Background: an optimization exercise with open tools, aiming at small area, a short achievable clock period and few clock cycles. Do not read the settings as production practice.
No run shown here included a check of the RTL's function; only the layout flow was run.

## design.v

```verilog
package rfes_pkg;
  localparam logic [11:0] EPOCH_YEAR    = 12'd1970;
  localparam logic [11:0] BASE_YEAR     = 12'd2000;
  localparam logic [16:0] SECS_PER_DAY  = 17'd86400;
  localparam logic [16:0] SECS_PER_HOUR = 17'd3600;
  localparam logic [16:0] SECS_PER_MIN  = 17'd60;
  localparam logic [16:0] SECS_PER_SEC  = 17'd1;
  localparam logic [1:0] EPOCH_MOD4   = 2'd2;
  localparam logic [6:0] EPOCH_MOD100 = 7'd70;
  localparam logic [8:0] EPOCH_MOD400 = 9'd370;
  localparam logic CFG_BCD_MODE  = 1'b0;
  localparam logic CFG_TWELVE_HR = 1'b1;
  typedef struct packed {
    logic [7:0] raw_seconds;
    logic [7:0] raw_minutes;
    logic [7:0] raw_hours;
    logic [7:0] raw_monthday;
    logic [7:0] raw_month;
    logic [7:0] raw_year;
  } rfes_in_t;
  typedef struct packed {
    logic [31:0] epoch_seconds;
    logic        field_error;
  } rfes_out_t;
  typedef struct packed {
    logic [7:0] sec;
    logic [7:0] min;
    logic [7:0] hr;
    logic [7:0] day;
    logic [3:0] mon_idx;
    logic       mon_ok;
    logic [7:0] yr;
    logic       err;
  } rfes_dec_t;
  typedef enum logic [3:0] {
    ST_IDLE,
    ST_YEARS,
    ST_DAY,
    ST_MUL_DAY,
    ST_MUL_HR,
    ST_MUL_MIN,
    ST_MUL_SEC,
    ST_LAST,
    ST_OUT
  } rfes_state_t;
  typedef enum logic [3:0] {
    OP_NONE,
    OP_LOAD,
    OP_YEAR,
    OP_MONTH,
    OP_DAY,
    OP_MUL_DAY,
    OP_MUL_HR,
    OP_MUL_MIN,
    OP_MUL_SEC,
    OP_LAST
  } rfes_op_t;
  typedef struct packed {
    rfes_op_t op;
  } rfes_ctrl_t;
  typedef struct packed {
    logic year_done;
  } rfes_stat_t;
  function automatic logic [7:0] bcd_decode(input logic [7:0] b, input logic bcd);
    logic [7:0] hi;
    hi = {4'b0000, b[7:4]};
    if (bcd) begin
      bcd_decode = (hi << 3) + (hi << 1) + {4'b0000, b[3:0]};
    end else begin
      bcd_decode = b;
    end
  endfunction
  function automatic logic [8:0] days_before_month(input logic [3:0] idx);
    case (idx)
      4'd0:    days_before_month = 9'd0;
      4'd1:    days_before_month = 9'd31;
      4'd2:    days_before_month = 9'd59;
      4'd3:    days_before_month = 9'd90;
      4'd4:    days_before_month = 9'd120;
      4'd5:    days_before_month = 9'd151;
      4'd6:    days_before_month = 9'd181;
      4'd7:    days_before_month = 9'd212;
      4'd8:    days_before_month = 9'd243;
      4'd9:    days_before_month = 9'd273;
      4'd10:   days_before_month = 9'd304;
      4'd11:   days_before_month = 9'd334;
      default: days_before_month = 9'd0;
    endcase
  endfunction
  function automatic logic [4:0] month_length(input logic [3:0] idx);
    case (idx)
      4'd1:              month_length = 5'd28;
      4'd3, 4'd5, 4'd8,
      4'd10:             month_length = 5'd30;
      default:           month_length = 5'd31;
    endcase
  endfunction
  function automatic logic [15:0] month_offset(input logic [3:0] mon, input logic leap);
    case ({mon, leap})
      5'd2: month_offset = 16'd10957;
      5'd3: month_offset = 16'd10956;
      5'd4: month_offset = 16'd10988;
      5'd5: month_offset = 16'd10987;
      5'd6: month_offset = 16'd11016;
      5'd7: month_offset = 16'd11016;
      5'd8: month_offset = 16'd11047;
      5'd9: month_offset = 16'd11047;
      5'd10: month_offset = 16'd11077;
      5'd11: month_offset = 16'd11077;
      5'd12: month_offset = 16'd11108;
      5'd13: month_offset = 16'd11108;
      5'd14: month_offset = 16'd11138;
      5'd15: month_offset = 16'd11138;
      5'd16: month_offset = 16'd11169;
      5'd17: month_offset = 16'd11169;
      5'd18: month_offset = 16'd11200;
      5'd19: month_offset = 16'd11200;
      5'd20: month_offset = 16'd11230;
      5'd21: month_offset = 16'd11230;
      5'd22: month_offset = 16'd11261;
      5'd23: month_offset = 16'd11261;
      5'd24: month_offset = 16'd11291;
      5'd25: month_offset = 16'd11291;
      default: month_offset = 16'd0;
    endcase
  endfunction
  function automatic logic bcd_gt59(input logic [7:0] b);
    bcd_gt59 = (b[7:4] > 4'd5) || ((b[7:4] == 4'd5) && (b[3:0] > 4'd9));
  endfunction
  function automatic logic bcd_gt23(input logic [7:0] b);
    bcd_gt23 = (b[7:4] > 4'd2) || ((b[7:4] == 4'd2) && (b[3:0] > 4'd3)) ||
               ((b[7:4] == 4'd1) && (b[3:0] > 4'd13));
  endfunction
  function automatic logic bcd_gt99(input logic [7:0] b);
    bcd_gt99 = (b[7:4] > 4'd9) || ((b[7:4] == 4'd9) && (b[3:0] > 4'd9));
  endfunction
  function automatic logic bcd_bad_1_12(input logic [6:0] b);
    bcd_bad_1_12 = (b[6:4] > 3'd1) || ((b[6:4] == 3'd1) && (b[3:0] > 4'd2)) ||
                   ((b[6:4] == 3'd0) && ((b[3:0] == 4'd0) || (b[3:0] > 4'd12)));
  endfunction
endpackage
module rtc_fields_to_epoch_seconds_unit (
  input  logic      clk,
  input  logic      rst,
  input  logic      start,
  output logic      busy,
  input  rfes_pkg::rfes_in_t  fields,
  output logic      done,
  output rfes_pkg::rfes_out_t result,
  input  logic      cfg_write,
  input  logic      cfg_index,
  input  logic      cfg_data
);
  logic        bcd_mode;
  logic        twelve_hour_mode;
  always_ff @(posedge clk) begin
    if (rst) begin
      bcd_mode         <= 1'b1;
      twelve_hour_mode <= 1'b0;
    end else if (cfg_write) begin
      case (cfg_index)
        rfes_pkg::CFG_BCD_MODE:  bcd_mode         <= cfg_data;
        rfes_pkg::CFG_TWELVE_HR: twelve_hour_mode <= cfg_data;
        default:       bcd_mode         <= bcd_mode;
      endcase
    end
  end
  assign busy = 1'b0;
  logic [5:0]  sec6;
  logic [5:0]  min6;
  logic [4:0]  hv5;
  logic [5:0]  day6;
  logic [6:0]  yr7;
  logic [3:0]  mon4;
  logic [4:0]  hr5;
  logic [3:0]  h12;
  logic        leap;
  logic [4:0]  mlen;
  logic        err_sec, err_min, err_hr, err_day, err_mon, err_yr, err_all;
  logic t0;
  logic t1;
  logic t2;
  logic t3;
  logic t4;
  logic t5;
  logic t6;
  logic t7;
  logic t8;
  logic t9;
  logic t10;
  logic t11;
  logic t12;
  logic t13;
  logic t14;
  logic t15;
  logic t16;
  logic t17;
  logic t18;
  logic t19;
  logic t20;
  logic t21;
  logic t22;
  logic t23;
  logic t24;
  logic t25;
  logic t26;
  logic t27;
  logic t28;
  logic t29;
  logic t30;
  logic t31;
  logic t32;
  logic t33;
  logic t34;
  logic t35;
  logic t36;
  logic t37;
  logic t38;
  logic t39;
  logic t40;
  logic t41;
  logic t42;
  logic t43;
  logic t44;
  logic t45;
  logic t46;
  logic t47;
  logic t48;
  logic t49;
  logic t50;
  logic t51;
  logic t52;
  logic t53;
  logic t54;
  logic t55;
  logic t56;
  logic t57;
  logic t58;
  logic t59;
  logic t60;
  logic t61;
  logic t62;
  logic t63;
  logic t64;
  logic t65;
  logic t66;
  logic t67;
  logic t68;
  logic t69;
  logic t70;
  logic t71;
  logic t72;
  logic t73;
  logic t74;
  logic t75;
  logic t76;
  logic t77;
  logic t78;
  logic t79;
  logic t80;
  logic t81;
  logic t82;
  logic t83;
  logic t84;
  logic t85;
  logic t86;
  logic t87;
  logic t88;
  logic t89;
  logic t90;
  logic t91;
  logic t92;
  logic t93;
  logic t94;
  logic t95;
  logic t96;
  logic t97;
  logic t98;
  logic t99;
  logic t100;
  logic t101;
  logic t102;
  logic t103;
  logic t104;
  logic t105;
  logic t106;
  logic t107;
  logic t108;
  logic t109;
  logic t110;
  logic t111;
  logic t112;
  logic t113;
  logic t114;
  logic t115;
  logic t116;
  logic t117;
  logic t118;
  logic t119;
  logic t120;
  logic t121;
  logic t122;
  logic t123;
  logic t124;
  logic t125;
  logic t126;
  logic t127;
  logic t128;
  logic t129;
  logic t130;
  logic t131;
  logic t132;
  logic t133;
  logic t134;
  logic t135;
  logic t136;
  logic t137;
  logic t138;
  logic t139;
  logic t140;
  logic t141;
  logic t142;
  logic t143;
  logic t144;
  logic t145;
  logic t146;
  logic t147;
  logic t148;
  logic t149;
  logic t150;
  logic t151;
  logic t152;
  logic t153;
  logic t154;
  logic t155;
  logic t156;
  logic t157;
  logic t158;
  logic t159;
  logic t160;
  logic t161;
  logic t162;
  logic t163;
  logic t164;
  logic t165;
  logic t166;
  assign t0 = bcd_mode & fields.raw_seconds[4];
  assign t1 = bcd_mode & fields.raw_seconds[5];
  assign t2 = bcd_mode ? fields.raw_seconds[6] : fields.raw_seconds[4];
  assign t3 = ~bcd_mode & fields.raw_seconds[5];
  assign t4 = ~bcd_mode & fields.raw_seconds[6];
  assign t5 = fields.raw_seconds[3] ^ fields.raw_seconds[4];
  assign t6 = fields.raw_seconds[3] & fields.raw_seconds[4];
  assign t7 = fields.raw_seconds[5] ^ t3;
  assign t8 = fields.raw_seconds[5] & t3;
  assign t9 = fields.raw_seconds[6] ^ t4;
  assign t10 = fields.raw_seconds[6] & t4;
  assign t11 = fields.raw_seconds[1] ^ t0;
  assign t12 = fields.raw_seconds[2] ^ t1;
  assign t13 = t2 ^ t5;
  assign t14 = t7 ^ t6;
  assign t15 = t9 ^ t8;
  assign t16 = fields.raw_seconds[1] & t0;
  assign t17 = fields.raw_seconds[2] & t1;
  assign t18 = t2 & t5;
  assign t19 = t7 & t6;
  assign t20 = t9 & t8;
  assign t21 = t17 | (t12 & t16);
  assign t22 = t12 & t11;
  assign t23 = t19 | (t14 & t18);
  assign t24 = t14 & t13;
  assign t25 = t18 | (t13 & t21);
  assign t26 = t13 & t22;
  assign t27 = t23 | (t24 & t21);
  assign t28 = t24 & t22;
  assign t29 = t20 | (t15 & t27);
  assign t30 = t12 ^ t16;
  assign t31 = t13 ^ t21;
  assign t32 = t14 ^ t25;
  assign t33 = t15 ^ t27;
  assign t34 = bcd_mode & fields.raw_minutes[4];
  assign t35 = bcd_mode & fields.raw_minutes[5];
  assign t36 = bcd_mode ? fields.raw_minutes[6] : fields.raw_minutes[4];
  assign t37 = ~bcd_mode & fields.raw_minutes[5];
  assign t38 = ~bcd_mode & fields.raw_minutes[6];
  assign t39 = fields.raw_minutes[3] ^ fields.raw_minutes[4];
  assign t40 = fields.raw_minutes[3] & fields.raw_minutes[4];
  assign t41 = fields.raw_minutes[5] ^ t37;
  assign t42 = fields.raw_minutes[5] & t37;
  assign t43 = fields.raw_minutes[6] ^ t38;
  assign t44 = fields.raw_minutes[6] & t38;
  assign t45 = fields.raw_minutes[1] ^ t34;
  assign t46 = fields.raw_minutes[2] ^ t35;
  assign t47 = t36 ^ t39;
  assign t48 = t41 ^ t40;
  assign t49 = t43 ^ t42;
  assign t50 = fields.raw_minutes[1] & t34;
  assign t51 = fields.raw_minutes[2] & t35;
  assign t52 = t36 & t39;
  assign t53 = t41 & t40;
  assign t54 = t43 & t42;
  assign t55 = t51 | (t46 & t50);
  assign t56 = t46 & t45;
  assign t57 = t53 | (t48 & t52);
  assign t58 = t48 & t47;
  assign t59 = t52 | (t47 & t55);
  assign t60 = t47 & t56;
  assign t61 = t57 | (t58 & t55);
  assign t62 = t58 & t56;
  assign t63 = t54 | (t49 & t61);
  assign t64 = t46 ^ t50;
  assign t65 = t47 ^ t55;
  assign t66 = t48 ^ t59;
  assign t67 = t49 ^ t61;
  assign t68 = bcd_mode & fields.raw_hours[4];
  assign t69 = bcd_mode & fields.raw_hours[5];
  assign t70 = ~bcd_mode & fields.raw_hours[4];
  assign t71 = ~bcd_mode & fields.raw_hours[5];
  assign t72 = fields.raw_hours[3] ^ fields.raw_hours[4];
  assign t73 = fields.raw_hours[3] & fields.raw_hours[4];
  assign t74 = fields.raw_hours[5] ^ t71;
  assign t75 = fields.raw_hours[5] & t71;
  assign t76 = fields.raw_hours[1] ^ t68;
  assign t77 = fields.raw_hours[2] ^ t69;
  assign t78 = t70 ^ t72;
  assign t79 = t74 ^ t73;
  assign t80 = fields.raw_hours[1] & t68;
  assign t81 = fields.raw_hours[2] & t69;
  assign t82 = t70 & t72;
  assign t83 = t74 & t73;
  assign t84 = t81 | (t77 & t80);
  assign t85 = t77 & t76;
  assign t86 = t83 | (t79 & t82);
  assign t87 = t82 | (t78 & t84);
  assign t88 = t78 & t85;
  assign t89 = t86 | (t79 & t84);
  assign t90 = t77 ^ t80;
  assign t91 = t78 ^ t84;
  assign t92 = t79 ^ t87;
  assign t93 = bcd_mode & fields.raw_monthday[4];
  assign t94 = bcd_mode & fields.raw_monthday[5];
  assign t95 = ~bcd_mode & fields.raw_monthday[4];
  assign t96 = ~bcd_mode & fields.raw_monthday[5];
  assign t97 = fields.raw_monthday[3] ^ fields.raw_monthday[4];
  assign t98 = fields.raw_monthday[3] & fields.raw_monthday[4];
  assign t99 = fields.raw_monthday[5] ^ t96;
  assign t100 = fields.raw_monthday[5] & t96;
  assign t101 = fields.raw_monthday[1] ^ t93;
  assign t102 = fields.raw_monthday[2] ^ t94;
  assign t103 = t95 ^ t97;
  assign t104 = t99 ^ t98;
  assign t105 = t100 ^ 1'b0;
  assign t106 = fields.raw_monthday[1] & t93;
  assign t107 = fields.raw_monthday[2] & t94;
  assign t108 = t95 & t97;
  assign t109 = t99 & t98;
  assign t110 = t100 & 1'b0;
  assign t111 = t107 | (t102 & t106);
  assign t112 = t102 & t101;
  assign t113 = t109 | (t104 & t108);
  assign t114 = t104 & t103;
  assign t115 = t108 | (t103 & t111);
  assign t116 = t103 & t112;
  assign t117 = t113 | (t114 & t111);
  assign t118 = t114 & t112;
  assign t119 = t110 | (t105 & t117);
  assign t120 = t102 ^ t106;
  assign t121 = t103 ^ t111;
  assign t122 = t104 ^ t115;
  assign t123 = t105 ^ t117;
  assign t124 = bcd_mode & fields.raw_year[4];
  assign t125 = bcd_mode & fields.raw_year[5];
  assign t126 = bcd_mode ? fields.raw_year[6] : fields.raw_year[4];
  assign t127 = bcd_mode ? fields.raw_year[7] : fields.raw_year[5];
  assign t128 = ~bcd_mode & fields.raw_year[6];
  assign t129 = ~bcd_mode & fields.raw_year[7];
  assign t130 = fields.raw_year[3] ^ fields.raw_year[4];
  assign t131 = fields.raw_year[3] & fields.raw_year[4];
  assign t132 = fields.raw_year[5] ^ t127;
  assign t133 = fields.raw_year[5] & t127;
  assign t134 = fields.raw_year[6] ^ t128;
  assign t135 = fields.raw_year[6] & t128;
  assign t136 = fields.raw_year[7] ^ t129;
  assign t137 = fields.raw_year[7] & t129;
  assign t138 = fields.raw_year[1] ^ t124;
  assign t139 = fields.raw_year[2] ^ t125;
  assign t140 = t126 ^ t130;
  assign t141 = t132 ^ t131;
  assign t142 = t134 ^ t133;
  assign t143 = t136 ^ t135;
  assign t144 = fields.raw_year[1] & t124;
  assign t145 = fields.raw_year[2] & t125;
  assign t146 = t126 & t130;
  assign t147 = t132 & t131;
  assign t148 = t134 & t133;
  assign t149 = t136 & t135;
  assign t150 = t145 | (t139 & t144);
  assign t151 = t139 & t138;
  assign t152 = t147 | (t141 & t146);
  assign t153 = t141 & t140;
  assign t154 = t149 | (t143 & t148);
  assign t155 = t146 | (t140 & t150);
  assign t156 = t140 & t151;
  assign t157 = t152 | (t153 & t150);
  assign t158 = t153 & t151;
  assign t159 = t148 | (t142 & t157);
  assign t160 = t142 & t158;
  assign t161 = t154 | (t143 & t157);
  assign t162 = t139 ^ t144;
  assign t163 = t140 ^ t150;
  assign t164 = t141 ^ t155;
  assign t165 = t142 ^ t157;
  assign t166 = t143 ^ t159;
  assign sec6 = {t33, t32, t31, t30, t11, fields.raw_seconds[0]};
  assign min6 = {t67, t66, t65, t64, t45, fields.raw_minutes[0]};
  assign hv5 = {t92, t91, t90, t76, fields.raw_hours[0]};
  assign day6 = {t123, t122, t121, t120, t101, fields.raw_monthday[0]};
  assign yr7 = {t166, t165, t164, t163, t162, t138, fields.raw_year[0]};
  always_comb begin
    err_sec = bcd_mode ? rfes_pkg::bcd_gt59(fields.raw_seconds) : (fields.raw_seconds > 8'd59);
    err_min = bcd_mode ? rfes_pkg::bcd_gt59(fields.raw_minutes) : (fields.raw_minutes > 8'd59);
    if (twelve_hour_mode) begin
      err_hr = bcd_mode ? rfes_pkg::bcd_bad_1_12(fields.raw_hours[6:0]) :
                          ((fields.raw_hours[6:0] == 7'd0) || (fields.raw_hours[6:0] > 7'd12));
    end else begin
      err_hr = bcd_mode ? rfes_pkg::bcd_gt23(fields.raw_hours) : (fields.raw_hours > 8'd23);
    end
    err_mon = bcd_mode ? rfes_pkg::bcd_bad_1_12(fields.raw_month[6:0]) || fields.raw_month[7] :
                         ((fields.raw_month == 8'd0) || (fields.raw_month > 8'd12));
    err_yr  = bcd_mode ? rfes_pkg::bcd_gt99(fields.raw_year) : (fields.raw_year > 8'd99);
  end
  always_comb begin
    mon4 = fields.raw_month[3:0] + ((bcd_mode && fields.raw_month[4]) ? 4'd10 : 4'd0);
    h12  = (hv5[3:0] == 4'd12) ? 4'd0 : hv5[3:0];
    if (twelve_hour_mode) begin
      hr5 = fields.raw_hours[7] ? {1'b0, h12} + 5'd12 : {1'b0, h12};
    end else begin
      hr5 = hv5;
    end
    leap = (yr7[1:0] == 2'b00);
    mlen = rfes_pkg::month_length(mon4 - 4'd1);
    if ((mon4 == 4'd2) && leap) begin
      mlen = 5'd29;
    end
    err_day = (fields.raw_monthday[7:6] != 2'd0) || (day6 == 6'd0) || (day6 > {1'b0, mlen});
    err_all = err_sec || err_min || err_hr || err_day || err_mon || err_yr;
  end
  logic        v_q;
  logic        err_q;
  logic [4:0]  q_q;
  logic [1:0]  r_q;
  logic [3:0]  mon_q;
  logic [4:0]  day_q;
  logic [4:0]  hr_q;
  logic [5:0]  min_q;
  logic [5:0]  sec_q;
  always_ff @(posedge clk) begin
    if (rst) begin
      v_q <= 1'b0;
    end else begin
      v_q <= start;
    end
  end
  always_ff @(posedge clk) begin
    err_q <= err_all;
    q_q   <= yr7[6:2];
    r_q   <= yr7[1:0];
    mon_q <= mon4;
    day_q <= day6[4:0];
    hr_q  <= hr5;
    min_q <= min6;
    sec_q <= sec6;
  end
  logic [31:0] tab;
  logic [31:0] epoch;
  logic        leap_q;
  assign leap_q = (r_q == 2'd0);
  always_comb begin
    case (mon_q)
      4'd1: tab = leap_q ? 32'd676164100 : 32'd676250500;
      4'd2: tab = leap_q ? 32'd678842500 : 32'd678928900;
      4'd3: tab = 32'd681348100;
      4'd4: tab = 32'd684026500;
      4'd5: tab = 32'd686618500;
      4'd6: tab = 32'd689296900;
      4'd7: tab = 32'd691888900;
      4'd8: tab = 32'd694567300;
      4'd9: tab = 32'd697245700;
      4'd10: tab = 32'd699837700;
      4'd11: tab = 32'd702516100;
      4'd12: tab = 32'd705108100;
      default: tab = 32'd0;
    endcase
  end
  logic t167;
  logic t168;
  logic t169;
  logic t170;
  logic t171;
  logic t172;
  logic t173;
  logic t174;
  logic t175;
  logic t176;
  logic t177;
  logic t178;
  logic t179;
  logic t180;
  logic t181;
  logic t182;
  logic t183;
  logic t184;
  logic t185;
  logic t186;
  logic t187;
  logic t188;
  logic t189;
  logic t190;
  logic t191;
  logic t192;
  logic t193;
  logic t194;
  logic t195;
  logic t196;
  logic t197;
  logic t198;
  logic t199;
  logic t200;
  logic t201;
  logic t202;
  logic t203;
  logic t204;
  logic t205;
  logic t206;
  logic t207;
  logic t208;
  logic t209;
  logic t210;
  logic t211;
  logic t212;
  logic t213;
  logic t214;
  logic t215;
  logic t216;
  logic t217;
  logic t218;
  logic t219;
  logic t220;
  logic t221;
  logic t222;
  logic t223;
  logic t224;
  logic t225;
  logic t226;
  logic t227;
  logic t228;
  logic t229;
  logic t230;
  logic t231;
  logic t232;
  logic t233;
  logic t234;
  logic t235;
  logic t236;
  logic t237;
  logic t238;
  logic t239;
  logic t240;
  logic t241;
  logic t242;
  logic t243;
  logic t244;
  logic t245;
  logic t246;
  logic t247;
  logic t248;
  logic t249;
  logic t250;
  logic t251;
  logic t252;
  logic t253;
  logic t254;
  logic t255;
  logic t256;
  logic t257;
  logic t258;
  logic t259;
  logic t260;
  logic t261;
  logic t262;
  logic t263;
  logic t264;
  logic t265;
  logic t266;
  logic t267;
  logic t268;
  logic t269;
  logic t270;
  logic t271;
  logic t272;
  logic t273;
  logic t274;
  logic t275;
  logic t276;
  logic t277;
  logic t278;
  logic t279;
  logic t280;
  logic t281;
  logic t282;
  logic t283;
  logic t284;
  logic t285;
  logic t286;
  logic t287;
  logic t288;
  logic t289;
  logic t290;
  logic t291;
  logic t292;
  logic t293;
  logic t294;
  logic t295;
  logic t296;
  logic t297;
  logic t298;
  logic t299;
  logic t300;
  logic t301;
  logic t302;
  logic t303;
  logic t304;
  logic t305;
  logic t306;
  logic t307;
  logic t308;
  logic t309;
  logic t310;
  logic t311;
  logic t312;
  logic t313;
  logic t314;
  logic t315;
  logic t316;
  logic t317;
  logic t318;
  logic t319;
  logic t320;
  logic t321;
  logic t322;
  logic t323;
  logic t324;
  logic t325;
  logic t326;
  logic t327;
  logic t328;
  logic t329;
  logic t330;
  logic t331;
  logic t332;
  logic t333;
  logic t334;
  logic t335;
  logic t336;
  logic t337;
  logic t338;
  logic t339;
  logic t340;
  logic t341;
  logic t342;
  logic t343;
  logic t344;
  logic t345;
  logic t346;
  logic t347;
  logic t348;
  logic t349;
  logic t350;
  logic t351;
  logic t352;
  logic t353;
  logic t354;
  logic t355;
  logic t356;
  logic t357;
  logic t358;
  logic t359;
  logic t360;
  logic t361;
  logic t362;
  logic t363;
  logic t364;
  logic t365;
  logic t366;
  logic t367;
  logic t368;
  logic t369;
  logic t370;
  logic t371;
  logic t372;
  logic t373;
  logic t374;
  logic t375;
  logic t376;
  logic t377;
  logic t378;
  logic t379;
  logic t380;
  logic t381;
  logic t382;
  logic t383;
  logic t384;
  logic t385;
  logic t386;
  logic t387;
  logic t388;
  logic t389;
  logic t390;
  logic t391;
  logic t392;
  logic t393;
  logic t394;
  logic t395;
  logic t396;
  logic t397;
  logic t398;
  logic t399;
  logic t400;
  logic t401;
  logic t402;
  logic t403;
  logic t404;
  logic t405;
  logic t406;
  logic t407;
  logic t408;
  logic t409;
  logic t410;
  logic t411;
  logic t412;
  logic t413;
  logic t414;
  logic t415;
  logic t416;
  logic t417;
  logic t418;
  logic t419;
  logic t420;
  logic t421;
  logic t422;
  logic t423;
  logic t424;
  logic t425;
  logic t426;
  logic t427;
  logic t428;
  logic t429;
  logic t430;
  logic t431;
  logic t432;
  logic t433;
  logic t434;
  logic t435;
  logic t436;
  logic t437;
  logic t438;
  logic t439;
  logic t440;
  logic t441;
  logic t442;
  logic t443;
  logic t444;
  logic t445;
  logic t446;
  logic t447;
  logic t448;
  logic t449;
  logic t450;
  logic t451;
  logic t452;
  logic t453;
  logic t454;
  logic t455;
  logic t456;
  logic t457;
  logic t458;
  logic t459;
  logic t460;
  logic t461;
  logic t462;
  logic t463;
  logic t464;
  logic t465;
  logic t466;
  logic t467;
  logic t468;
  logic t469;
  logic t470;
  logic t471;
  logic t472;
  logic t473;
  logic t474;
  logic t475;
  logic t476;
  logic t477;
  logic t478;
  logic t479;
  logic t480;
  logic t481;
  logic t482;
  logic t483;
  logic t484;
  logic t485;
  logic t486;
  logic t487;
  logic t488;
  logic t489;
  logic t490;
  logic t491;
  logic t492;
  logic t493;
  logic t494;
  logic t495;
  logic t496;
  logic t497;
  logic t498;
  logic t499;
  logic t500;
  logic t501;
  logic t502;
  logic t503;
  logic t504;
  logic t505;
  logic t506;
  logic t507;
  logic t508;
  logic t509;
  logic t510;
  logic t511;
  logic t512;
  logic t513;
  logic t514;
  logic t515;
  logic t516;
  logic t517;
  logic t518;
  logic t519;
  logic t520;
  logic t521;
  logic t522;
  logic t523;
  logic t524;
  logic t525;
  logic t526;
  logic t527;
  logic t528;
  logic t529;
  logic t530;
  logic t531;
  logic t532;
  logic t533;
  logic t534;
  logic t535;
  logic t536;
  logic t537;
  logic t538;
  logic t539;
  logic t540;
  logic t541;
  logic t542;
  logic t543;
  logic t544;
  logic t545;
  logic t546;
  logic t547;
  logic t548;
  logic t549;
  logic t550;
  logic t551;
  logic t552;
  logic t553;
  assign t167 = ~q_q[0] ^ day_q[0];
  assign t168 = ~q_q[0] & day_q[0];
  assign t169 = ~q_q[1] ^ day_q[1] ^ day_q[0];
  assign t170 = (~q_q[1] & day_q[1]) | (day_q[0] & (~q_q[1] ^ day_q[1]));
  assign t171 = ~q_q[2] ^ day_q[2];
  assign t172 = ~q_q[2] & day_q[2];
  assign t173 = ~q_q[3] ^ day_q[3] ^ day_q[2];
  assign t174 = (~q_q[3] & day_q[3]) | (day_q[2] & (~q_q[3] ^ day_q[3]));
  assign t175 = ~q_q[4] ^ day_q[4] ^ day_q[3];
  assign t176 = (~q_q[4] & day_q[4]) | (day_q[3] & (~q_q[4] ^ day_q[4]));
  assign t177 = day_q[4] ^ day_q[0];
  assign t178 = day_q[4] & day_q[0];
  assign t179 = q_q[0] ^ day_q[1];
  assign t180 = q_q[0] & day_q[1];
  assign t181 = q_q[1] ^ day_q[2];
  assign t182 = q_q[1] & day_q[2];
  assign t183 = q_q[2] ^ day_q[3];
  assign t184 = q_q[2] & day_q[3];
  assign t185 = q_q[3] ^ day_q[4] ^ day_q[2];
  assign t186 = (q_q[3] & day_q[4]) | (day_q[2] & (q_q[3] ^ day_q[4]));
  assign t187 = q_q[4] ^ ~q_q[0];
  assign t188 = q_q[4] & ~q_q[0];
  assign t189 = hr_q[3] ^ ~min_q[5] ^ min_q[1];
  assign t190 = (hr_q[3] & ~min_q[5]) | (min_q[1] & (hr_q[3] ^ ~min_q[5]));
  assign t191 = hr_q[4] ^ min_q[2] ^ ~r_q[1];
  assign t192 = (hr_q[4] & min_q[2]) | (~r_q[1] & (hr_q[4] ^ min_q[2]));
  assign t193 = tab[8] ^ t168;
  assign t194 = tab[8] & t168;
  assign t195 = day_q[1] ^ ~hr_q[0] ^ min_q[3];
  assign t196 = (day_q[1] & ~hr_q[0]) | (min_q[3] & (day_q[1] ^ ~hr_q[0]));
  assign t197 = tab[9] ^ t171 ^ t170;
  assign t198 = (tab[9] & t171) | (t170 & (tab[9] ^ t171));
  assign t199 = ~hr_q[1] ^ min_q[4] ^ r_q[0];
  assign t200 = (~hr_q[1] & min_q[4]) | (r_q[0] & (~hr_q[1] ^ min_q[4]));
  assign t201 = tab[10] ^ t172 ^ t173;
  assign t202 = (tab[10] & t172) | (t173 & (tab[10] ^ t172));
  assign t203 = ~hr_q[2] ^ min_q[5] ^ r_q[1];
  assign t204 = (~hr_q[2] & min_q[5]) | (r_q[1] & (~hr_q[2] ^ min_q[5]));
  assign t205 = tab[11] ^ t175 ^ t174;
  assign t206 = (tab[11] & t175) | (t174 & (tab[11] ^ t175));
  assign t207 = ~hr_q[3] ^ hr_q[0] ^ ~r_q[0];
  assign t208 = (~hr_q[3] & hr_q[0]) | (~r_q[0] & (~hr_q[3] ^ hr_q[0]));
  assign t209 = tab[12] ^ t177 ^ t176;
  assign t210 = (tab[12] & t177) | (t176 & (tab[12] ^ t177));
  assign t211 = ~hr_q[4] ^ hr_q[1] ^ ~r_q[1];
  assign t212 = (~hr_q[4] & hr_q[1]) | (~r_q[1] & (~hr_q[4] ^ hr_q[1]));
  assign t213 = tab[13] ^ t179 ^ t178;
  assign t214 = (tab[13] & t179) | (t178 & (tab[13] ^ t179));
  assign t215 = day_q[0] ^ hr_q[2] ^ r_q[0];
  assign t216 = (day_q[0] & hr_q[2]) | (r_q[0] & (day_q[0] ^ hr_q[2]));
  assign t217 = tab[14] ^ t181 ^ t180;
  assign t218 = (tab[14] & t181) | (t180 & (tab[14] ^ t181));
  assign t219 = day_q[1] ^ hr_q[3] ^ r_q[1];
  assign t220 = (day_q[1] & hr_q[3]) | (r_q[1] & (day_q[1] ^ hr_q[3]));
  assign t221 = tab[15] ^ t183 ^ t182;
  assign t222 = (tab[15] & t183) | (t182 & (tab[15] ^ t183));
  assign t223 = day_q[0] ^ hr_q[4] ^ r_q[0];
  assign t224 = (day_q[0] & hr_q[4]) | (r_q[0] & (day_q[0] ^ hr_q[4]));
  assign t225 = tab[16] ^ t184 ^ t185;
  assign t226 = (tab[16] & t184) | (t185 & (tab[16] ^ t184));
  assign t227 = day_q[3] ^ day_q[1] ^ r_q[1];
  assign t228 = (day_q[3] & day_q[1]) | (r_q[1] & (day_q[3] ^ day_q[1]));
  assign t229 = tab[17] ^ t187 ^ t186;
  assign t230 = (tab[17] & t187) | (t186 & (tab[17] ^ t187));
  assign t231 = ~q_q[1] ^ day_q[4] ^ day_q[2];
  assign t232 = (~q_q[1] & day_q[4]) | (day_q[2] & (~q_q[1] ^ day_q[4]));
  assign t233 = 1'b1 ^ t188;
  assign t234 = 1'b1 & t188;
  assign t235 = ~q_q[2] ^ q_q[0] ^ day_q[3];
  assign t236 = (~q_q[2] & q_q[0]) | (day_q[3] & (~q_q[2] ^ q_q[0]));
  assign t237 = ~q_q[3] ^ q_q[1];
  assign t238 = ~q_q[3] & q_q[1];
  assign t239 = ~q_q[4] ^ q_q[2];
  assign t240 = ~q_q[4] & q_q[2];
  assign t241 = ~r_q[0] ^ tab[7];
  assign t242 = ~r_q[0] & tab[7];
  assign t243 = t169 ^ t191 ^ t190;
  assign t244 = (t169 & t191) | (t190 & (t169 ^ t191));
  assign t245 = t195 ^ t192 ^ t194;
  assign t246 = (t195 & t192) | (t194 & (t195 ^ t192));
  assign t247 = t199 ^ t196 ^ t201;
  assign t248 = (t199 & t196) | (t201 & (t199 ^ t196));
  assign t249 = t203 ^ t200 ^ t205;
  assign t250 = (t203 & t200) | (t205 & (t203 ^ t200));
  assign t251 = t207 ^ t204 ^ t209;
  assign t252 = (t207 & t204) | (t209 & (t207 ^ t204));
  assign t253 = t211 ^ t208 ^ t213;
  assign t254 = (t211 & t208) | (t213 & (t211 ^ t208));
  assign t255 = t215 ^ t212 ^ t217;
  assign t256 = (t215 & t212) | (t217 & (t215 ^ t212));
  assign t257 = t219 ^ t216 ^ t221;
  assign t258 = (t219 & t216) | (t221 & (t219 ^ t216));
  assign t259 = t223 ^ t220 ^ t222;
  assign t260 = (t223 & t220) | (t222 & (t223 ^ t220));
  assign t261 = t227 ^ t224 ^ t229;
  assign t262 = (t227 & t224) | (t229 & (t227 ^ t224));
  assign t263 = t231 ^ t228 ^ t233;
  assign t264 = (t231 & t228) | (t233 & (t231 ^ t228));
  assign t265 = tab[19] ^ t235 ^ t232;
  assign t266 = (tab[19] & t235) | (t232 & (tab[19] ^ t235));
  assign t267 = day_q[4] ^ tab[20] ^ t237;
  assign t268 = (day_q[4] & tab[20]) | (t237 & (day_q[4] ^ tab[20]));
  assign t269 = ~r_q[0] ^ tab[21] ^ t239;
  assign t270 = (~r_q[0] & tab[21]) | (t239 & (~r_q[0] ^ tab[21]));
  assign t271 = q_q[3] ^ ~r_q[1] ^ tab[22];
  assign t272 = (q_q[3] & ~r_q[1]) | (tab[22] & (q_q[3] ^ ~r_q[1]));
  assign t273 = q_q[4] ^ ~q_q[0];
  assign t274 = q_q[4] & ~q_q[0];
  assign t275 = ~min_q[0] ^ sec_q[2];
  assign t276 = ~min_q[0] & sec_q[2];
  assign t277 = ~min_q[1] ^ sec_q[3];
  assign t278 = ~min_q[1] & sec_q[3];
  assign t279 = hr_q[0] ^ ~min_q[2] ^ sec_q[4];
  assign t280 = (hr_q[0] & ~min_q[2]) | (sec_q[4] & (hr_q[0] ^ ~min_q[2]));
  assign t281 = hr_q[1] ^ ~min_q[3] ^ sec_q[5];
  assign t282 = (hr_q[1] & ~min_q[3]) | (sec_q[5] & (hr_q[1] ^ ~min_q[3]));
  assign t283 = hr_q[2] ^ ~min_q[4] ^ min_q[0];
  assign t284 = (hr_q[2] & ~min_q[4]) | (min_q[0] & (hr_q[2] ^ ~min_q[4]));
  assign t285 = t167 ^ t241 ^ t189;
  assign t286 = (t167 & t241) | (t189 & (t167 ^ t241));
  assign t287 = t242 ^ t193 ^ t243;
  assign t288 = (t242 & t193) | (t243 & (t242 ^ t193));
  assign t289 = t197 ^ t244 ^ t245;
  assign t290 = (t197 & t244) | (t245 & (t197 ^ t244));
  assign t291 = t198 ^ t246 ^ t247;
  assign t292 = (t198 & t246) | (t247 & (t198 ^ t246));
  assign t293 = t202 ^ t249 ^ t248;
  assign t294 = (t202 & t249) | (t248 & (t202 ^ t249));
  assign t295 = t206 ^ t251 ^ t250;
  assign t296 = (t206 & t251) | (t250 & (t206 ^ t251));
  assign t297 = t210 ^ t253 ^ t252;
  assign t298 = (t210 & t253) | (t252 & (t210 ^ t253));
  assign t299 = t214 ^ t255 ^ t254;
  assign t300 = (t214 & t255) | (t254 & (t214 ^ t255));
  assign t301 = t218 ^ t257 ^ t256;
  assign t302 = (t218 & t257) | (t256 & (t218 ^ t257));
  assign t303 = t225 ^ t259 ^ t258;
  assign t304 = (t225 & t259) | (t258 & (t225 ^ t259));
  assign t305 = t226 ^ t260 ^ t261;
  assign t306 = (t226 & t260) | (t261 & (t226 ^ t260));
  assign t307 = t230 ^ t263 ^ t262;
  assign t308 = (t230 & t263) | (t262 & (t230 ^ t263));
  assign t309 = t234 ^ t265 ^ t264;
  assign t310 = (t234 & t265) | (t264 & (t234 ^ t265));
  assign t311 = t236 ^ t267 ^ t266;
  assign t312 = (t236 & t267) | (t266 & (t236 ^ t267));
  assign t313 = t238 ^ t269 ^ t268;
  assign t314 = (t238 & t269) | (t268 & (t238 ^ t269));
  assign t315 = t240 ^ t271 ^ t270;
  assign t316 = (t240 & t271) | (t270 & (t240 ^ t271));
  assign t317 = tab[23] ^ t273 ^ t272;
  assign t318 = (tab[23] & t273) | (t272 & (tab[23] ^ t273));
  assign t319 = ~q_q[1] ^ tab[24] ^ t274;
  assign t320 = (~q_q[1] & tab[24]) | (t274 & (~q_q[1] ^ tab[24]));
  assign t321 = ~q_q[2] ^ r_q[0] ^ tab[25];
  assign t322 = (~q_q[2] & r_q[0]) | (tab[25] & (~q_q[2] ^ r_q[0]));
  assign t323 = ~q_q[3] ^ r_q[1];
  assign t324 = ~q_q[3] & r_q[1];
  assign t325 = ~q_q[4] ^ q_q[0] ^ 1'b1;
  assign t326 = (~q_q[4] & q_q[0]) | (1'b1 & (~q_q[4] ^ q_q[0]));
  assign t327 = 1'b1 ^ t275;
  assign t328 = t277 ^ t276;
  assign t329 = t279 ^ t278;
  assign t330 = t281 ^ t280;
  assign t331 = t283 ^ t282;
  assign t332 = t285 ^ t284;
  assign t333 = t287 ^ t286;
  assign t334 = t289 ^ t288;
  assign t335 = t291 ^ t290;
  assign t336 = t293 ^ t292;
  assign t337 = t295 ^ t294;
  assign t338 = t297 ^ t296;
  assign t339 = t299 ^ t298;
  assign t340 = t301 ^ t300;
  assign t341 = t303 ^ t302;
  assign t342 = t305 ^ t304;
  assign t343 = t307 ^ t306;
  assign t344 = t309 ^ t308;
  assign t345 = t311 ^ t310;
  assign t346 = t313 ^ t312;
  assign t347 = t315 ^ t314;
  assign t348 = t317 ^ t316;
  assign t349 = t319 ^ t318;
  assign t350 = t321 ^ t320;
  assign t351 = t323 ^ t322;
  assign t352 = t325 ^ t324;
  assign t353 = q_q[1] ^ t326;
  assign t354 = q_q[2] ^ 1'b1;
  assign t355 = q_q[3] ^ 1'b0;
  assign t356 = q_q[4] ^ 1'b0;
  assign t357 = 1'b1 & t275;
  assign t358 = t277 & t276;
  assign t359 = t279 & t278;
  assign t360 = t281 & t280;
  assign t361 = t283 & t282;
  assign t362 = t285 & t284;
  assign t363 = t287 & t286;
  assign t364 = t289 & t288;
  assign t365 = t291 & t290;
  assign t366 = t293 & t292;
  assign t367 = t295 & t294;
  assign t368 = t297 & t296;
  assign t369 = t299 & t298;
  assign t370 = t301 & t300;
  assign t371 = t303 & t302;
  assign t372 = t305 & t304;
  assign t373 = t307 & t306;
  assign t374 = t309 & t308;
  assign t375 = t311 & t310;
  assign t376 = t313 & t312;
  assign t377 = t315 & t314;
  assign t378 = t317 & t316;
  assign t379 = t319 & t318;
  assign t380 = t321 & t320;
  assign t381 = t323 & t322;
  assign t382 = t325 & t324;
  assign t383 = q_q[1] & t326;
  assign t384 = q_q[2] & 1'b1;
  assign t385 = q_q[3] & 1'b0;
  assign t386 = q_q[4] & 1'b0;
  assign t387 = t358 | (t328 & t357);
  assign t388 = t328 & t327;
  assign t389 = t360 | (t330 & t359);
  assign t390 = t330 & t329;
  assign t391 = t362 | (t332 & t361);
  assign t392 = t332 & t331;
  assign t393 = t364 | (t334 & t363);
  assign t394 = t334 & t333;
  assign t395 = t366 | (t336 & t365);
  assign t396 = t336 & t335;
  assign t397 = t368 | (t338 & t367);
  assign t398 = t338 & t337;
  assign t399 = t370 | (t340 & t369);
  assign t400 = t340 & t339;
  assign t401 = t372 | (t342 & t371);
  assign t402 = t342 & t341;
  assign t403 = t374 | (t344 & t373);
  assign t404 = t344 & t343;
  assign t405 = t376 | (t346 & t375);
  assign t406 = t346 & t345;
  assign t407 = t378 | (t348 & t377);
  assign t408 = t348 & t347;
  assign t409 = t380 | (t350 & t379);
  assign t410 = t350 & t349;
  assign t411 = t382 | (t352 & t381);
  assign t412 = t352 & t351;
  assign t413 = t384 | (t354 & t383);
  assign t414 = t354 & t353;
  assign t415 = t386 | (t356 & t385);
  assign t416 = t359 | (t329 & t387);
  assign t417 = t329 & t388;
  assign t418 = t389 | (t390 & t387);
  assign t419 = t390 & t388;
  assign t420 = t363 | (t333 & t391);
  assign t421 = t333 & t392;
  assign t422 = t393 | (t394 & t391);
  assign t423 = t394 & t392;
  assign t424 = t367 | (t337 & t395);
  assign t425 = t337 & t396;
  assign t426 = t397 | (t398 & t395);
  assign t427 = t398 & t396;
  assign t428 = t371 | (t341 & t399);
  assign t429 = t341 & t400;
  assign t430 = t401 | (t402 & t399);
  assign t431 = t402 & t400;
  assign t432 = t375 | (t345 & t403);
  assign t433 = t345 & t404;
  assign t434 = t405 | (t406 & t403);
  assign t435 = t406 & t404;
  assign t436 = t379 | (t349 & t407);
  assign t437 = t349 & t408;
  assign t438 = t409 | (t410 & t407);
  assign t439 = t410 & t408;
  assign t440 = t383 | (t353 & t411);
  assign t441 = t353 & t412;
  assign t442 = t413 | (t414 & t411);
  assign t443 = t414 & t412;
  assign t444 = t361 | (t331 & t418);
  assign t445 = t331 & t419;
  assign t446 = t391 | (t392 & t418);
  assign t447 = t392 & t419;
  assign t448 = t420 | (t421 & t418);
  assign t449 = t421 & t419;
  assign t450 = t422 | (t423 & t418);
  assign t451 = t423 & t419;
  assign t452 = t369 | (t339 & t426);
  assign t453 = t339 & t427;
  assign t454 = t399 | (t400 & t426);
  assign t455 = t400 & t427;
  assign t456 = t428 | (t429 & t426);
  assign t457 = t429 & t427;
  assign t458 = t430 | (t431 & t426);
  assign t459 = t431 & t427;
  assign t460 = t377 | (t347 & t434);
  assign t461 = t347 & t435;
  assign t462 = t407 | (t408 & t434);
  assign t463 = t408 & t435;
  assign t464 = t436 | (t437 & t434);
  assign t465 = t437 & t435;
  assign t466 = t438 | (t439 & t434);
  assign t467 = t439 & t435;
  assign t468 = t385 | (t355 & t442);
  assign t469 = t355 & t443;
  assign t470 = t415 | (t356 & t442);
  assign t471 = t365 | (t335 & t450);
  assign t472 = t335 & t451;
  assign t473 = t395 | (t396 & t450);
  assign t474 = t396 & t451;
  assign t475 = t424 | (t425 & t450);
  assign t476 = t425 & t451;
  assign t477 = t426 | (t427 & t450);
  assign t478 = t427 & t451;
  assign t479 = t452 | (t453 & t450);
  assign t480 = t453 & t451;
  assign t481 = t454 | (t455 & t450);
  assign t482 = t455 & t451;
  assign t483 = t456 | (t457 & t450);
  assign t484 = t457 & t451;
  assign t485 = t458 | (t459 & t450);
  assign t486 = t459 & t451;
  assign t487 = t381 | (t351 & t466);
  assign t488 = t351 & t467;
  assign t489 = t411 | (t412 & t466);
  assign t490 = t412 & t467;
  assign t491 = t440 | (t441 & t466);
  assign t492 = t441 & t467;
  assign t493 = t442 | (t443 & t466);
  assign t494 = t443 & t467;
  assign t495 = t468 | (t469 & t466);
  assign t496 = t469 & t467;
  assign t497 = t470 | (t356 & t466);
  assign t498 = t373 | (t343 & t485);
  assign t499 = t343 & t486;
  assign t500 = t403 | (t404 & t485);
  assign t501 = t404 & t486;
  assign t502 = t432 | (t433 & t485);
  assign t503 = t433 & t486;
  assign t504 = t434 | (t435 & t485);
  assign t505 = t435 & t486;
  assign t506 = t460 | (t461 & t485);
  assign t507 = t461 & t486;
  assign t508 = t462 | (t463 & t485);
  assign t509 = t463 & t486;
  assign t510 = t464 | (t465 & t485);
  assign t511 = t465 & t486;
  assign t512 = t466 | (t467 & t485);
  assign t513 = t467 & t486;
  assign t514 = t487 | (t488 & t485);
  assign t515 = t488 & t486;
  assign t516 = t489 | (t490 & t485);
  assign t517 = t490 & t486;
  assign t518 = t491 | (t492 & t485);
  assign t519 = t492 & t486;
  assign t520 = t493 | (t494 & t485);
  assign t521 = t494 & t486;
  assign t522 = t495 | (t496 & t485);
  assign t523 = t496 & t486;
  assign t524 = t497 | (t356 & t485);
  assign t525 = t328 ^ t357;
  assign t526 = t329 ^ t387;
  assign t527 = t330 ^ t416;
  assign t528 = t331 ^ t418;
  assign t529 = t332 ^ t444;
  assign t530 = t333 ^ t446;
  assign t531 = t334 ^ t448;
  assign t532 = t335 ^ t450;
  assign t533 = t336 ^ t471;
  assign t534 = t337 ^ t473;
  assign t535 = t338 ^ t475;
  assign t536 = t339 ^ t477;
  assign t537 = t340 ^ t479;
  assign t538 = t341 ^ t481;
  assign t539 = t342 ^ t483;
  assign t540 = t343 ^ t485;
  assign t541 = t344 ^ t498;
  assign t542 = t345 ^ t500;
  assign t543 = t346 ^ t502;
  assign t544 = t347 ^ t504;
  assign t545 = t348 ^ t506;
  assign t546 = t349 ^ t508;
  assign t547 = t350 ^ t510;
  assign t548 = t351 ^ t512;
  assign t549 = t352 ^ t514;
  assign t550 = t353 ^ t516;
  assign t551 = t354 ^ t518;
  assign t552 = t355 ^ t520;
  assign t553 = t356 ^ t522;
  assign epoch = {t553, t552, t551, t550, t549, t548, t547, t546, t545, t544, t543, t542, t541, t540, t539, t538, t537, t536, t535, t534, t533, t532, t531, t530, t529, t528, t527, t526, t525, t327, sec_q[1], sec_q[0]};
  logic        v2_q;
  logic [32:0] res_q;
  always_ff @(posedge clk) begin
    if (rst) begin
      v2_q <= 1'b0;
    end else begin
      v2_q <= v_q;
    end
  end
  always_ff @(posedge clk) begin
    res_q <= {epoch, err_q};
  end
  assign done   = v2_q;
  assign result = res_q;
endmodule
```

## run.sh

```bash
#!/bin/bash
# synth_recipe.tcl (not shown) runs the flow's synth.tcl, then flattens the netlist and writes it again
# the make line also repeats each setting of config.mk as NAME=value (left out here)
make -C /OpenROAD-flow-scripts/flow DESIGN_CONFIG=/design/flow/config.mk WORK_HOME=/design/flow/orfs CLKGATE_MAP_FILE= SYNTH_SCRIPT=/design/flow/synth_recipe.tcl finish
```

## config.mk

```make
export PLATFORM = sky130hd
export DESIGN_NAME = rtc_fields_to_epoch_seconds_unit
export DESIGN_NICKNAME = rtc_fields_to_epoch_seconds_unit
export VERILOG_FILES = /design/flow/design.v
export SDC_FILE = /design/flow/constraint.sdc
export NUM_CORES = 4
export LEC_CHECK = 0
export CAP_MARGIN = 20
export CORE_MARGIN = 2
export CORE_UTILIZATION = 40
export SETUP_SLACK_MARGIN = 5
export SLEW_MARGIN = 20
```

## constraint.sdc

```tcl
create_clock -name core_clock -period 8.0 [get_ports {clk}]
set_input_delay 1.6000 -clock core_clock [delete_from_list [all_inputs] [get_ports {clk}]]
set_output_delay 1.6000 -clock core_clock [all_outputs]
set_load 0.01 [all_outputs]
```

==> results of run 1 <==
-- repair_timing --
item                                    in CTS  in global routing
resized for setup                          131                 35
endpoints found under the setup margin      41                 37
endpoints found under the hold margin        0                  0
setup buffers                               28                 22
pin swaps                                   45                 30
-- layout by cell type (no fill, tap or decap), types with 9 or more instances in the layout --
cell	instances
nor2_1	30
inv_1	125
buf_4	48
ha_4	14
nand2_1	40
o21ai_0	15
clkdlybuf4s50_1	61
a21oi_1	20
ha_1	50
fa_1	71
dfxtp_1	58
a21oi_2	11
clkbuf_16	9
xnor2_1	18
nor2b_1	10
-- cells in the mapped netlist (all sizes together), types with 11 or more instances --
master  count  area share
and2       12       0.012
dfxtp      71        0.22
fa         79        0.25
xnor2      21       0.029
nor2b      13       0.013
ha         65        0.13
a21oi      35       0.029
clkbuf     11      0.0065
nor2       38       0.023
inv       138       0.081
nand2      43       0.025
o21ai      24       0.019
-- sequential cells by signal, summed over array words and instances (netlist names), 2 cells and up --
signal  flops
res_q      33
mon_q       4
day_q       5
sec_q       6
r_q         2
q_q         5
hr_q        5
min_q       6
-- layout make-up --
type	instances	area [um^2]
fill	1401	6998
multi-input combinational	457	4888
sequential	71	1453
timing repair buffer	137	1251
inverter	138	545.5
tap	216	270.3
clock buffer	9	225.2
clock inverter	7	81.33
-- cells by family after synthesis --
group,synth area share
other,0.0005874
flip-flops,0.2227
AND/OR/NAND/NOR,0.1229
adder cells (fa/ha/maj),0.3767
buffers and inverters,0.09016
multiplexers,0.01588
XOR/XNOR,0.03979
AO/OA/AOI/OAI,0.1313
-- routing by layer --
metal | vias to the layer above | wire (um) | GRT usage | part of all wire
met1 | 2467 | 7464 | 0.2529 | 0.46
met2 | 119 | 7987 | 0.3452 | 0.49
met4 | 0 | 285 | 0.07009 | 0.018
met3 | 22 | 546 | 0.03157 | 0.034
li1 | 2486 | - | - | -
met5 | - | 0 | 0 | 0
-- how the worst max path moves through the flow --
stage                 to  depth (start not counted)
2_1_floorplan  res_q[20]                         19
3_3_place_gp   res_q[19]                         19
3_5_place_dp   res_q[20]                         19
4_1_cts        res_q[20]                         19
5_1_grt        res_q[20]                         19
6_report       res_q[20]                         19
-- per-stage QoR --
stage               worst slack, ps  cells  hold slack, ps
global placement               2958    969           309.8
CTS                            3516   1013           331.6
global route                   3369   1035           347.4
detailed placement             2909    969           321.7
floorplan                      3685    680           309.6
finish                         3520   1035           327.0
==> reports/metrics.csv, run 1 <==
stage,metric,value,unit
global_route,grt_pass1_vias,5257,
worst_setup_path,r2r_slack,3520,ps
timing,finalCritPeriodShare,0.5600,
floorplan,initial_core_util,0.4063,
clocking,hold_buffers,0,
clocking,clk_path_buf_depth,2,
worst_setup_path,worstPathRequired,8230,ps
logic_synthesis,yosysWarnings,1,
routing,drt_pre_antenna_iters,5,
worst_setup_path,r2r-end,res_q[20],
worst_hold_path,whs_path_depth,0,
floorplan,io_pins,89,
worst_hold_path,min_to,res_q[2],
logic_synthesis,synth_fp_nets,878,
timing,fin_crit,4480,ps
floorplan,die_h,130.3,um
global_route,antenna_found_initial,0,
worst_setup_path,endpoint_kind,register,
placement,numPortBuffers,87,
global_route,grtUsageTotal,0.1991,
logic_synthesis,synth_area,0.006384,mm^2
logic_synthesis,synth_edf_count,0,
flow_run,maxCapViolCount,0,
worst_setup_path,path_max_fanout,4,
placement,dpl.hpwl,12.74,mm
clocking,insertion_delay,350,ps
cells_and_area,area_growth,36.52,%
timing,tightest_slew,582.0,ps
clocking,htreeDepth,3,
logic_synthesis,ys_ff_latch,71,
routing,drc,0,
logic_synthesis,avgSynthCellArea,9.388,um^2
status,status,finished clean,
timing,clock_skew,7.522,ps
routing,via_per_inst,4.922,
worst_setup_path,crit_path_max_incr_delay,550,ps
clocking,cts_root_buffer,clkbuf_16,
worst_setup_path,cp_slowest_cell,fa_1,
worst_setup_path,worstRegToRegCells,19,
worst_setup_path,timing_worst_setup_path_type,reg2reg,
worst_setup_path,path_cells,inv_8 -> nand2_4 -> or3_4 -> a21oi_4 -> nor2_4 -> fa_1 -> inv_1 -> fa_1 -> fa_1 -> inv_2 -> ha_4 -> and4_4 -> nand3_4 -> a211oi_4 -> o21bai_2 -> nand2_2 -> inv_2 -> fa_1 -> xnor2_1,
floorplan,fp.dieArea,0.01699,mm^2
timing,drv_slew,0,
floorplan,die_x,130.3,um
cells_and_area,diodes,0,
timing,setup_viol,0,
worst_setup_path,r2r_start,r_q[0],
worst_setup_path,crit_buf_inv,4,
routing,wl,16.28,mm
worst_hold_path,hold_path.class,reg2reg,
cells_and_area,design_area,0.008715,mm^2
placement,placed_cell_area,0.007627,mm^2
worst_setup_path,startpoint_type,register,
timing,max_freq,0.2232,GHz
placement,place.gp.congestion,0.8959,
clocking,cts_tree,yes,
logic_synthesis,synth_cells,680,
logic_synthesis,ys.flop_type,dfxtp_1,
worst_setup_path,crit_top_cell,fa_1,
routing,detail_route.iter0.violations,227,
global_route,grt_pass1_wl,25.81,mm
timing,hold_viol_final,0,
clocking,cts_made_buffers,9,
routing,detail_route.wl_per_cell,15.73,um
routing,route.vias.total,5094,
timing,setup_tns,0,ps
worst_hold_path,worstHoldStart,sec_q[1],
clocking,cts_sinks,71,
logic_synthesis,synthArstFlopShare,0,
worst_setup_path,setup.worst_path.start,r_q[0],
worst_setup_path,cp_data_arrival_time,4710,ps
cells_and_area,drive_gt1_frac,0.2369,
worst_setup_path,critical-path-top-delay-family,adder cells,
clocking,clk_pin_slew_worst_paths,60,ps
floorplan,coreArea,0.01571,mm^2
cells_and_area,nets,1012,
timing,rsz0062_at_grt,true,
global_route,grt_max_degree,29,
logic_synthesis,ys_seq_area_frac,0.2227,
logic_synthesis,yosysUniqueCellTypes,69,
routing,antenna_left,0,
global_route,grt_overflow,0,
cells_and_area,final_core_util,0.5546,
timing,slew_headroom,0.6120,
floorplan,fp-row-count,46,
==> inputs of run 2 (changes only) <==
--- a/config.mk
+++ b/config.mk
@@ -10,3 +10,3 @@
 export CORE_UTILIZATION = 40
-export SETUP_SLACK_MARGIN = 5
+export SETUP_SLACK_MARGIN = 4.5
 export SLEW_MARGIN = 20
==> run 2 against run 1 <==
Sequential share of layout area increased by 0.070 points. Largest cell class unchanged. Non-clock buffer count decreased by 8. Still clean on timing, DRC and antenna. Register-to-register slack improved by 97 ps. Fmax increased by 2.2%. Final area decreased by 0.42%. First-iteration DRC count decreased by 4.0%. Final cell count decreased by 0.77%.
==> reports/metrics.csv, run 2 <==
stage,metric,value,unit
timing,max_freq,0.2281,GHz
routing,wl,15.74,mm
logic_synthesis,synthAdderAreaFrac,0.3767,
cells_and_area,largest_reg_flops,33,
timing,finalCritPeriodShare,0.5479,
cells_and_area,reg_top3,"res_q (33), min_q (6), sec_q (6)",
worst_setup_path,endpoint_kind,register,
routing,drt_pre_antenna_iters,4,
clocking,cts_root_buffer,clkbuf_16,
clocking,cts_sinks,71,
worst_setup_path,timing_worst_setup_path_type,reg2reg,
floorplan,coreArea,0.01571,mm^2
worst_setup_path,cp_data_arrival_time,4670,ps
worst_setup_path,r2r_slack,3620,ps
timing,clock_skew,7.975,ps
logic_synthesis,synth_xor_area_frac,0.03979,
cells_and_area,final_common_cell,inv_1,
cells_and_area,final_core_util,0.5523,
placement,numPortBuffers,87,
logic_synthesis,yosys.area.top_type,fa_1,
cells_and_area,layout_common_cells,"inv_1 (124), fa_1 (72), clkdlybuf4s50_1 (72)",
global_route,grt_max_degree,29,
logic_synthesis,muxShareOfSynthArea,0.01588,
placement,pre_cts_ws,2868,ps
timing,slew_headroom,0.3128,
logic_synthesis,synth_fp_nets,878,
timing,setup_tns,0,ps
timing,setup_ws,3616,ps
clocking,hold_buffers,0,
logic_synthesis,synth_top_area_frac,0.2477,
routing,route.vias.total,5052,
cells_and_area,diodes,0,
clocking,htreeDepth,3,
cells_and_area,nets,1004,
global_route,grt_overflow,0,
logic_synthesis,yosysMostFrequentCell,inv_1,
flow_run,maxCapViolCount,0,
logic_synthesis,synth_cells,680,
cells_and_area,area_growth,35.95,%
timing,fin_crit,4384,ps
worst_hold_path,hold_path.class,reg2reg,
floorplan,fp-row-count,46,
worst_setup_path,path_max_fanout,6,
status,status,finished clean,
global_route,grt_pass1_wl,25.77,mm
worst_setup_path,startpoint_type,register,
clocking,clk_pin_slew_worst_paths,60,ps
global_route,grtUsageTotal,0.1960,
cells_and_area,fillers,1369,
floorplan,initial_core_util,0.4063,
clocking,clk_path_buf_depth,2,
timing,tightest_slew,1029,ps
routing,drc,0,
logic_synthesis,synth_area,0.006384,mm^2
logic_synthesis,ys_ff_latch,71,
logic_synthesis,yosysUniqueCellTypes,69,
logic_synthesis,synth_commonest_cells,"inv_1 (138), fa_1 (79), dfxtp_1 (71), ha_1 (65), nand2_1 (43)",
logic_synthesis,ys_seq_area_frac,0.2227,
floorplan,die_h,130.3,um
logic_synthesis,yosysWarnings,1,
floorplan,io_pins,89,
logic_synthesis,ys.flop_type,dfxtp_1,
clocking,cts_made_buffers,9,
worst_setup_path,worstPathRequired,8290,ps
placement,place.gp.congestion,0.8979,
routing,detail_route.wl_per_cell,15.33,um
routing,antenna_left,0,
cells_and_area,max_flop_register,res_q,
cells_and_area,drive_gt1_frac,0.2170,
global_route,antenna_found_initial,0,
logic_synthesis,avgSynthCellArea,9.388,um^2
clocking,cts_tree,yes,
logic_synthesis,synthArstFlopShare,0,
placement,dpl.hpwl,12.48,mm
timing,drv_slew,0,
logic_synthesis,synth-compound-area-share,0.1313,
timing,rsz0062_at_grt,true,
floorplan,die_x,130.3,um
timing,setup_viol,0,
logic_synthesis,yosys-top-cells-area,"fa_1 (25%), dfxtp_1 (22%), ha_1 (13%)",
logic_synthesis,synth_top_family_by_area,adder cells,
routing,via_per_inst,4.919,
floorplan,fp.dieArea,0.01699,mm^2
routing,detail_route.iter0.violations,218,
timing,hold_viol_final,0,
global_route,grt_pass1_vias,5196,
clocking,insertion_delay,340,ps
logic_synthesis,yosys.area_share.simple,0.1229,
logic_synthesis,synth_edf_count,0,
## run 2: cell counts after synthesis
No cell type changed its count.
## run 2: cell type report
cell class | instances | area (um^2) | share of cell area
tap | 216 | 270.3 | 0.03114
inverter | 138 | 538.0 | 0.06200
clock buffer | 9 | 225.2 | 0.02595
timing repair buffer | 129 | 1210 | 0.1394
multi-input combinational | 457 | 4880 | 0.5623
sequential | 71 | 1453 | 0.1674
clock inverter | 7 | 102.6 | 0.01182
## run 2: critical path, stage by stage, from the launching register on
cell and delay [ps]:
dfxtp_4 380, inv_8 60, nand2_4 60, or3_4 340
a21oi_2 150, nor2_2 70, fa_1 500, inv_2 50
fa_1 450, fa_1 500, inv_2 50, ha_4 250
and4_4 160, buf_4 140, o2bb2ai_4 130, buf_4 150
o21bai_2 170, a21oi_2 130, or4b_1 490, nand3_1 80
## run 2: kinds of logic (layout without fill, tap and decap cells)
logic type / after synthesis / count (layout)
AOI/OAI and AO/OA: 121 / 121
buffers and inverters: 152 / 283
DFF: 71 / 71
adders and majority gates: 145 / 145
other: 1 / 1
and+or+nand+nor: 151 / 151
muxes: 10 / 10
xor gates and xnor gates: 29 / 29
## run 2: per-stage QoR
stage / hold WS (ps) / cells / cell area, um^2
6_report: 326.2 / 1027 / 8678
5_1_grt: 333.4 / 1027 / 8678
4_1_cts: 328.9 / 1014 / 8361
3_5_place_dp: 316.4 / 969 / 7528
3_3_place_gp: 313.4 / 969 / 7528
2_1_floorplan: 309.6 / 680 / 6461
## run 2: what timing repair did
action                     in CTS  in global routing
pin swaps                      46                 42
resized for setup              94                 52
setup buffers                  29                 13
setup endpoints to repair      29                 27
## run 2: final timing paths
check | startpoint | endpoint | depth (start not counted)
setup / recovery | r_q[0] | res_q[22] | 19
hold / removal | sec_q[1] | res_q[2] | 0
setup reg to reg | r_q[0] | res_q[22] | 19
hold reg to reg | sec_q[1] | res_q[2] | 0
## run 2: metal layers
| layer | track usage | share of wire | up-vias | wire (um) |
|---|---|---|---|---|
| li1 | - | - | 2469 | - |
| met3 | 0.03485 | 0.039 | 33 | 613 |
| met1 | 0.2585 | 0.46 | 2416 | 7196 |
| met2 | 0.3206 | 0.47 | 134 | 7462 |
| met5 | 0 | 0 | - | 0 |
| met4 | 0.07885 | 0.030 | 0 | 471 |
==> inputs of run 3 (changes only) <==
--- a/design.v
+++ b/design.v
@@ -1369,16 +1369,4 @@
   assign epoch = {t553, t552, t551, t550, t549, t548, t547, t546, t545, t544, t543, t542, t541, t540, t539, t538, t537, t536, t535, t534, t533, t532, t531, t530, t529, t528, t527, t526, t525, t327, sec_q[1], sec_q[0]};
-  logic        v2_q;
-  logic [32:0] res_q;
-  always_ff @(posedge clk) begin
-    if (rst) begin
-      v2_q <= 1'b0;
-    end else begin
-      v2_q <= v_q;
-    end
-  end
-  always_ff @(posedge clk) begin
-    res_q <= {epoch, err_q};
-  end
-  assign done   = v2_q;
-  assign result = res_q;
+  assign done   = v_q;
+  assign result = {epoch, err_q};
 endmodule
--- a/config.mk
+++ b/config.mk
@@ -10,3 +10,2 @@
 export CORE_UTILIZATION = 40
-export SETUP_SLACK_MARGIN = 4.5
 export SLEW_MARGIN = 20
==> run 3 against run 2 <==
Critical path depth decreased by 1. Still clean. Fmax decreased by 42%. Routed wire length decreased by 11%. Non-clock buffer count decreased by 40. Highest routed layer unchanged.
==> reports/metrics.csv, run 3 <==
stage,metric,value,unit
status,status,finished clean,
routing,drc,0,
routing,route.vias.total,4564,
timing,max_freq,0.1325,GHz
logic_synthesis,synth_cells,669,
logic_synthesis,ys.flop_type,dfxtp_1,
timing,setup_tns,0,ps
floorplan,fp-row-count,44,
cells_and_area,fillers,1407,
global_route,grt_overflow,0,
floorplan,io_pins,89,
cells_and_area,design_area,0.006813,mm^2
clocking,htreeDepth,2,
cells_and_area,nets,917,
worst_setup_path,crit_path_max_incr_delay,660,ps
cells_and_area,multiInputGateArea,0.004288,mm^2
worst_setup_path,path_cells,inv_1 -> nor2_1 -> a21oi_1 -> o22ai_1 -> fa_1 -> inv_1 -> fa_1 -> fa_1 -> inv_1 -> ha_1 -> nand4_1 -> nor4_1 -> nand2_1 -> a21oi_1 -> o41ai_1 -> a31oi_1 -> xnor2_1 -> clkdlybuf4s50_1,
clocking,cts_tree,yes,
logic_synthesis,synth_edf_count,0,
routing,detail_route.iter0.violations,179,
clocking,cts_made_buffers,5,
cells_and_area,final_common_cell,inv_1,
worst_setup_path,startpoint_type,register,
clocking,hold_buffers,0,
timing,slew_headroom,0.3758,
timing,hold_viol_final,0,
floorplan,die_h,125.0,um
worst_setup_path,endpoint_kind,output pin,
logic_synthesis,yosysUniqueCellTypes,56,
floorplan,initial_core_util,0.4061,
placement,place.gp.congestion,0.8710,
routing,detail_route.wl_per_cell,15.44,um
logic_synthesis,synth_area,0.005858,mm^2
logic_synthesis,synth_top_area_frac,0.2700,
timing,fin_crit,7545,ps
placement,placed_cell_area,0.006674,mm^2
worst_setup_path,cp_slowest_cell,dfxtp_1,
logic_synthesis,yosys.area.top_type,fa_1,
flow_run,maxCapViolCount,0,
worst_setup_path,setup.worst_path.start,mon_q[0],
timing,timing.hold.ws,577.8,ps
global_route,grtUsageTotal,0.1808,
cells_and_area,drive_gt1_frac,0.02500,
placement,pre_cts_ws,752.6,ps
clocking,cts_sinks,37,
routing,via_per_inst,5.049,
logic_synthesis,avgSynthCellArea,8.757,um^2
## run 3: cell count changes after synthesis, sizes merged, moves of 3 or more
| cell | previous run | this run |
|---|---|---|
| a32oi | 4 | 0 |
| o21ai | 24 | 20 |
| a21o | 9 | 14 |
| nor2b | 13 | 10 |
| buf | 3 | 35 |
| inv | 138 | 141 |
| o2111ai | 1 | 4 |
| a22o | 1 | 4 |
| dfxtp | 71 | 37 |
| or3 | 4 | 1 |
| a21oi | 35 | 43 |
| o41ai | 0 | 3 |
| nand2 | 43 | 32 |
## run 3: per-stage QoR
step,utilization,instances
finish,0.4723,904
global placement,0.4627,896
global route,0.4723,904
CTS,0.4723,904
detailed placement,0.4627,896
floorplan,-,669
## run 3: kinds of logic after synthesis
| group | count (synthesis) | share of synthesized area |
|---|---|---|
| muxes | 8 | 0.01388 |
| xor gates and xnor gates | 31 | 0.04635 |
| and+or+nand+nor | 129 | 0.1062 |
| other | 1 | 0.0006401 |
| DFF | 37 | 0.1264 |
| AOI/OAI and AO/OA | 132 | 0.1561 |
| adders and majority gates | 144 | 0.4088 |
| buffers and inverters | 187 | 0.1416 |
## run 3: layout make-up
type / instances / share of cell area
clock buffers: 6 / 0.01892
well taps: 184 / 0.03379
flip-flops and latches: 37 / 0.1087
clock inverters: 2 / 0.001469
repair buffers: 89 / 0.1300
multi-input cells: 445 / 0.6294
inverters: 141 / 0.07769
## run 3: worst paths after layout
check	to	slack, ps	depth (start not counted)
setup reg to reg	err_q	4240	14
hold reg to reg	twelve_hour_mode	580	2
setup / recovery	result[32]	460	18
hold / removal	twelve_hour_mode	580	2
## run 3: worst max-delay path, delay by kind of cell, from the launching register on
family / cells / cell delay [ps]
AO/OA/AOI/OAI: 5 / 1090
AND/OR/NAND/NOR: 4 / 970
adder cells (fa/ha/maj): 4 / 1780
buffers and inverters: 4 / 980
flip-flops: 1 / 660
XOR/XNOR: 1 / 180
## run 3: metal layers
layer	up-vias	track usage	share of wire	routed length (um)
met1	2160	0.2356	0.44	6176
li1	2236	-	-	-
met3	20	0.02353	0.050	702
met5	-	0	0	0
met4	0	0.05425	0.023	315
met2	148	0.3143	0.48	6762

-- static timing again, ports no longer ideal --
The flow's constraints put no driver on any port. The routed layouts listed below were extracted and timed again, unchanged, in two steps. Step 1 sets driving cells, clkbuf_16 on the clock port and buf_2 on the other inputs (assumed; they add their load-dependent delay and slew). Step 2 also shifts input and output timing later by t, the mid clock arrival at the registers, as if the neighbouring blocks saw the same clock. Three values: no drivers, after step 1, after step 2; two values: the first two.
| run | t (ns) | slack for setup (ns) | worst setup path at the end |
|---|---|---|---|
| run 1 | 0.394 | 3.520 / 3.520 / 3.520 | register to register |
| run 2 | 0.380 | 3.616 / 3.616 / 3.616 | register to register |
| run 3 | 0.310 | 0.455 / 0.421 / 0.731 | register to output |
After both steps setup and hold are still met in every run listed.
